What follows belongs to an exercise in optimizing a design on an open flow for a short achievable clock period and few clock cycles; a production flow would make more cautious choices. In this exercise RTL edits were held to simulation tests only and were not proved equivalent to the original. Power is estimated from default activity; no workload was simulated.

==> v28: inputs <==
## core_top
module core_top (
    input  logic        clk,
    input  logic        rst_n,
    input  logic        imem_ack_i,
    input  logic [31:0] imem_instr_i,
    input  logic        retire_ready_i,
    output logic        imem_req_o,
    output logic [31:0] imem_addr_o,
    output logic        retire_valid_o,
    output logic [31:0] retire_pc_o,
    output logic [4:0]  retire_rd_o,
    output logic [31:0] retire_data_o
);
    localparam int QD = 3;    
    localparam int RD = 8;    
    localparam int BK = 5;    
    localparam int NB = 1 << BK;
    localparam int SK = BK - 1;   
    localparam int PB = 12;   
    localparam int LK = 3;    
    localparam int NL = 1 << LK;
    localparam int LT = 10;   
    function automatic logic is_branch(input logic [31:0] w);
        is_branch = (w[6:0] == core_pkg::OPC_BRANCH) && (w[14:13] == 2'b00);
    endfunction
    function automatic logic [31:0] b_imm(input logic [31:0] w);
        b_imm = {{19{w[31]}}, w[31], w[7], w[30:25], w[11:8], 1'b0};
    endfunction
    function automatic logic pred_taken(input logic [31:0] w);
        logic same;
        same = (w[19:15] == w[24:20]);
        if (!is_branch(w))
            pred_taken = 1'b0;
        else if (same)
            pred_taken = ~w[12];
        else
            pred_taken = w[31] | w[12];
    endfunction
    function automatic logic [9:0] decode(input logic [31:0] w);
        logic op;
        logic addi;
        logic br;
        op = 1'b0;
        if (w[6:0] == core_pkg::OPC_OP) begin
            case (w[14:12])
                3'b000:                op = (w[31:25] == 7'd0) || (w[31:25] == core_pkg::F7_SUB);
                3'b100, 3'b110, 3'b111: op = (w[31:25] == 7'd0);
                default:               op = 1'b0;
            endcase
        end
        addi   = (w[6:0] == core_pkg::OPC_OP_IMM) && (w[14:12] == 3'b000);
        br     = is_branch(w);
        decode = {op, addi, br, op | br, (op | addi) & (w[11:7] != 5'd0),
                  op & (w[14:12] == 3'b000) & w[30],
                  w[14:12] == 3'b100, w[14:12] == 3'b110, w[14:12] == 3'b111,
                  w[12]};
    endfunction
    function automatic logic loop_br(input logic [31:0] w);
        loop_br = is_branch(w) && w[31] && (w[19:15] != w[24:20]);
    endfunction
    logic        req_q;
  ...
==> flow/config.mk <==
export PLATFORM = sky130hd
export DESIGN_NAME = core_top
export DESIGN_NICKNAME = core_top
export VERILOG_FILES = /design/flow/design.v
export SDC_FILE = /design/flow/constraint.sdc
export NUM_CORES = 4
export LEC_CHECK = 0
export ABC_CLOCK_PERIOD_IN_PS = 3500
export CAP_MARGIN = 20
export CORE_MARGIN = 2
export CORE_UTILIZATION = 52
export PLACE_DENSITY = 0.65
export SLEW_MARGIN = 20
==> flow/constraint.sdc <==
create_clock -name core_clock -period 10.0 [get_ports {clk}]
set_input_delay 2.0000 -clock core_clock [delete_from_list [all_inputs] [get_ports {clk}]]
set_output_delay 2.0000 -clock core_clock [all_outputs]
set_load 0.01 [all_outputs]
standard.sh (not shown) runs the stock make flow with config.mk's settings and CLKGATE_MAP_FILE= SYNTH_SCRIPT=/design/flow/synth_recipe.tcl, a recipe that flattens the netlist after the stock synthesis.
==> flow/flow/run.sh <==
#!/bin/bash
set -euo pipefail
bash standard.sh SETUP_SLACK_MARGIN=6.8 finish > standard_flow.log 2>&1
==> v18 (differences from v28) <==
--- a/flow/design.v
+++ b/flow/design.v
@@ -68,17 +68,17 @@
     output logic [31:0] imem_addr_o,
     output logic        retire_valid_o,
     output logic [31:0] retire_pc_o,
     output logic [4:0]  retire_rd_o,
     output logic [31:0] retire_data_o
 );
     localparam int QD = 3;    
     localparam int RD = 8;    
-    localparam int BK = 5;    
+    localparam int BK = 6;    
     localparam int NB = 1 << BK;
     localparam int SK = BK - 1;   
     localparam int PB = 12;   
     localparam int LK = 3;    
     localparam int NL = 1 << LK;
     localparam int LT = 10;   
     function automatic logic is_branch(input logic [31:0] w);
         is_branch = (w[6:0] == core_pkg::OPC_BRANCH) && (w[14:13] == 2'b00);
@@ -159,94 +159,75 @@
     logic            f2_ptk_q;
     logic            f2_lpb_q;
     logic [31:0]     f2_btgt_q;
     logic [31:0]     f2_pc4_q;
     logic            i_ptk;
     logic            i_lpb;
     logic            i_pred;
     logic [31:0]     i_btgt;
-    logic [12:0]     i_blo;
-    logic [31:0]     i_bimm;
-    logic [31:12]    addr_hp1;
-    logic [31:12]    addr_hm1;
     logic [31:0]     i_pc4;
     logic [9:0]      i_dec;
     logic            f2_fix;
     logic            took;
-    logic            la_hit_q;    
-    logic            la_lpx_q;    
-    logic [PB-1:2]   la_tgt_q;    
-    logic [31:0]     seq_q;       
     logic [NL-1:0]   lp_a_q;      
     logic [NL-1:0]   lp_v_q;      
     logic [LT-1:0]   lp_tag_q  [0:NL-1];
     logic [3:0]      lp_trip_q [0:NL-1];
     logic [3:0]      lp_spec_q [0:NL-1];
     logic [3:0]      lp_com_q  [0:NL-1];
     logic [NL-1:0]   lpx_sel;
     logic            lpx;
-    assign took = la_hit_q & ~la_lpx_q;
-    assign pn   = {seq_q[31:PB], took ? la_tgt_q : seq_q[PB-1:2], seq_q[1:0]};
     always_comb begin
         hit_tgt = '0;
         for (int i = 0; i < NB; i++) begin
-            btb_sel[i] = btb_v_q[i] & (pn[SK+1:2] == SK'(i >> 1)) &
-                         (btb_tag_q[i] == pn[PB-1:SK+2]);
+            btb_sel[i] = btb_v_q[i] & (addr_i[SK+1:2] == SK'(i >> 1)) &
+                         (btb_tag_q[i] == addr_i[PB-1:SK+2]);
             hit_tgt    = hit_tgt | (btb_tgt_q[i] & {(PB-2){btb_sel[i]}});
         end
     end
-    assign hit = (|btb_sel) & (page_q == pn[31:PB]) & (pn[1:0] == 2'b00);
+    assign hit = (|btb_sel) & (page_q == addr_i[31:PB]) & (addr_i[1:0] == 2'b00);
     always_comb begin
         for (int i = 0; i < NL; i++) begin
             lpx_sel[i] = lp_a_q[i] & lp_v_q[i] &
-                         (lp_tag_q[i] == pn[LT+1:2]) &
+                         (lp_tag_q[i] == addr_i[LT+1:2]) &
                          (lp_spec_q[i] == lp_trip_q[i]);
         end
     end
     assign lpx  = |lpx_sel;
+    assign took = hit & ~lpx;
+    assign pn   = {i_pc4[31:PB], took ? hit_tgt : i_pc4[PB-1:2], addr_i[1:0]};
     assign addr_i   = ~addr_n_q;
-    assign addr_hp1 = addr_i[31:12] + 20'd1;
-    assign addr_hm1 = addr_i[31:12] - 20'd1;
     assign xfer     = req_q & imem_ack_i;
     assign i_ptk    = pred_taken(imem_instr_i);
     assign i_lpb    = loop_br(imem_instr_i);
-    assign i_pred   = i_ptk & ~(i_lpb & la_lpx_q);
-    assign i_bimm   = b_imm(imem_instr_i);
-    assign i_blo    = {1'b0, addr_i[11:0]} + {1'b0, i_bimm[11:0]};
-    assign i_btgt   = {(i_blo[12] == imem_instr_i[31]) ? addr_i[31:12] :
-                       (imem_instr_i[31] ? addr_hm1 : addr_hp1), i_blo[11:0]};
-    assign i_pc4    = seq_q;
+    assign i_pred   = i_ptk & ~(i_lpb & lpx);
+    assign i_btgt   = addr_i + b_imm(imem_instr_i);
+    assign i_pc4    = addr_i + 32'd4;
     assign i_dec    = decode(imem_instr_i);
     assign f2_pred  = f2_pred_q;
     assign f2_tgt   = f2_pred ? f2_btgt_q : f2_pc4_q;
     assign f2_fix   = f2_v_q & (f2_pred ^ f2_hit_q) & ~redir_q;
     assign f2_pt    = f2_fix & f2_pred;
     assign redirect = redir_q | f2_fix;
     assign rtgt     = redir_q ? redir_tgt_q : f2_tgt;
     assign push     = xfer & ~stale_q & ~redirect;
     assign issue    = (~req_q | xfer) & (redir_q | ~qv_q[QD-2]);
     assign nxt      = (redirect | pend_q) ? (redirect ? rtgt : pend_tgt_q) : pn;
     always_ff @(posedge clk) begin
         if (!rst_n) begin
             req_q   <= 1'b1;
             addr_q  <= core_pkg::RESET_PC;
             addr_n_q <= ~core_pkg::RESET_PC;
-            seq_q   <= core_pkg::RESET_PC + 32'd4;
-            la_hit_q <= 1'b0;
-            la_lpx_q <= 1'b0;
             stale_q <= 1'b0;
             pend_q  <= 1'b0;
         end else if (issue) begin
             req_q   <= 1'b1;
             addr_q  <= nxt;
             addr_n_q <= ~nxt;
-            seq_q   <= nxt + 32'd4;
-            la_hit_q <= hit & ~(redirect | pend_q);
-            la_lpx_q <= lpx & ~(redirect | pend_q);
             stale_q <= 1'b0;
             pend_q  <= 1'b0;
         end else begin
             if (xfer) begin
                 req_q <= 1'b0;
             end
             if (redirect | xfer) begin
                 pend_q <= 1'b1;
@@ -254,21 +235,16 @@
             if (redirect & req_q & ~xfer) begin
                 stale_q <= 1'b1;
             end else if (xfer) begin
                 stale_q <= 1'b0;
             end
         end
     end
     always_ff @(posedge clk) begin
-        if (issue) begin
-            la_tgt_q <= hit_tgt;
-        end
-    end
-    always_ff @(posedge clk) begin
         pend_tgt_q <= nxt;
     end
     always_ff @(posedge clk) begin
         if (!rst_n) begin
             f2_v_q <= 1'b0;
         end else begin
             f2_v_q <= push;
         end
@@ -441,27 +417,25 @@
             x_lpa_q   <= q_lpa[0];
             x_pc_q    <= d_pc;
             x_rtgt_q  <= q_pred[0] ? q_pc4[0] : q_btgt[0];
         end
     end
     logic [31:0] x_a;
     logic [31:0] x_b;
     logic [31:0] x_sum;
-    logic [32:0] x_sum33;
     logic [31:0] x_res;
     logic [31:0] x_log;
     logic        x_arith_q;
     logic        x_taken;
     logic        x_mis;
     assign d_sub  = q_dec[0][4];
     assign x_a   = x_byp_a_q ? w_data_q : x_a_q;
     assign x_b   = x_byp_b_q ? (x_sub_q ? w_inv_q : w_data_q) : x_b_q;
-    assign x_sum33 = {x_a, x_sub_q} + {x_b, x_sub_q};
-    assign x_sum   = x_sum33[32:1];
+    assign x_sum = x_a + x_b + {31'd0, x_sub_q};
     always_comb begin
         x_log = ({32{x_xor_q}} & (x_a ^ x_b)) |
                 ({32{x_or_q}}  & (x_a | x_b)) |
                 ({32{x_and_q}} & (x_a & x_b));
         x_res = x_arith_q ? x_sum : x_log;
     end
     assign x_taken = (x_a == x_b) ^ x_bne_q;
     assign x_mis   = x_v_q & x_br_q & (x_taken ^ x_pred_q) & ~redir_q;
==> notes.md <==
Setup Skew slightly above 0.07 ns; setup slack, reg-to-reg ~6.4 ns; P_clk 0.0132 W; nets approximately 11000; post-CTS setup buffers ~340; status timing/DRC/antenna clean; clock share of power 0.339; vias in the first global route 90973; met1 wire length about 180000 µm; post-synthesis sequential area ratio 0.634; Reg power frac 0.475; pre-CTS setup slack between 3 and 4 ns; Pwr Total 0.0388 W
(the above is from v28)
==> notes.md <==
status timing/DRC/antenna clean; nets 12303; post-synthesis sequential area ratio 0.637; pre-CTS setup slack between 4 and 5 ns; Reg power frac 0.483; setup slack, reg-to-reg between 6 and 7 ns; clock share of power 0.356; reg2reg path depth 12; Pwr Total 0.0417 W; vias in the first global route ~110k; met1 wire length ~210000 µm
(the above is from v18)
Testbench counts of v28, summed over its fixed seeds: cycles 32,637.
Testbench counts of v18, summed over its fixed seeds: cycles 32,356.

## separate check: timing with driven ports
Ports are ideal in the flow. The routed layouts listed here were re-timed in OpenROAD. Step 1 sets driving cells, clkbuf_16 on the clock port and buf_2 on the other inputs (assumed; they add their load-dependent delay and slew). Step 2, shift: input delay + t, output delay - t, t = (earliest + latest rising clock arrival at the registers) / 2. This alone moves slack from input paths to output paths. Slacks: ideal / step 1 / step 2; pairs: ideal / step 1.
run | t (ns) | setup slack, ns | clock arrival spread, ns | worst data-port slew with drivers (ns)
v28 | 1.046 | 6.345 / 6.240 / 5.194 | 0.080 / 0.080 | 0.27
v18 | 1.039 | 6.221 / 6.272 / 5.233 | 0.114 / 0.114 | 0.14
After both steps every run listed still meets setup and hold. For v28, which loses most, drivers alone change the setup slack by -0.105 ns; drivers and shift together by -1.151 ns.
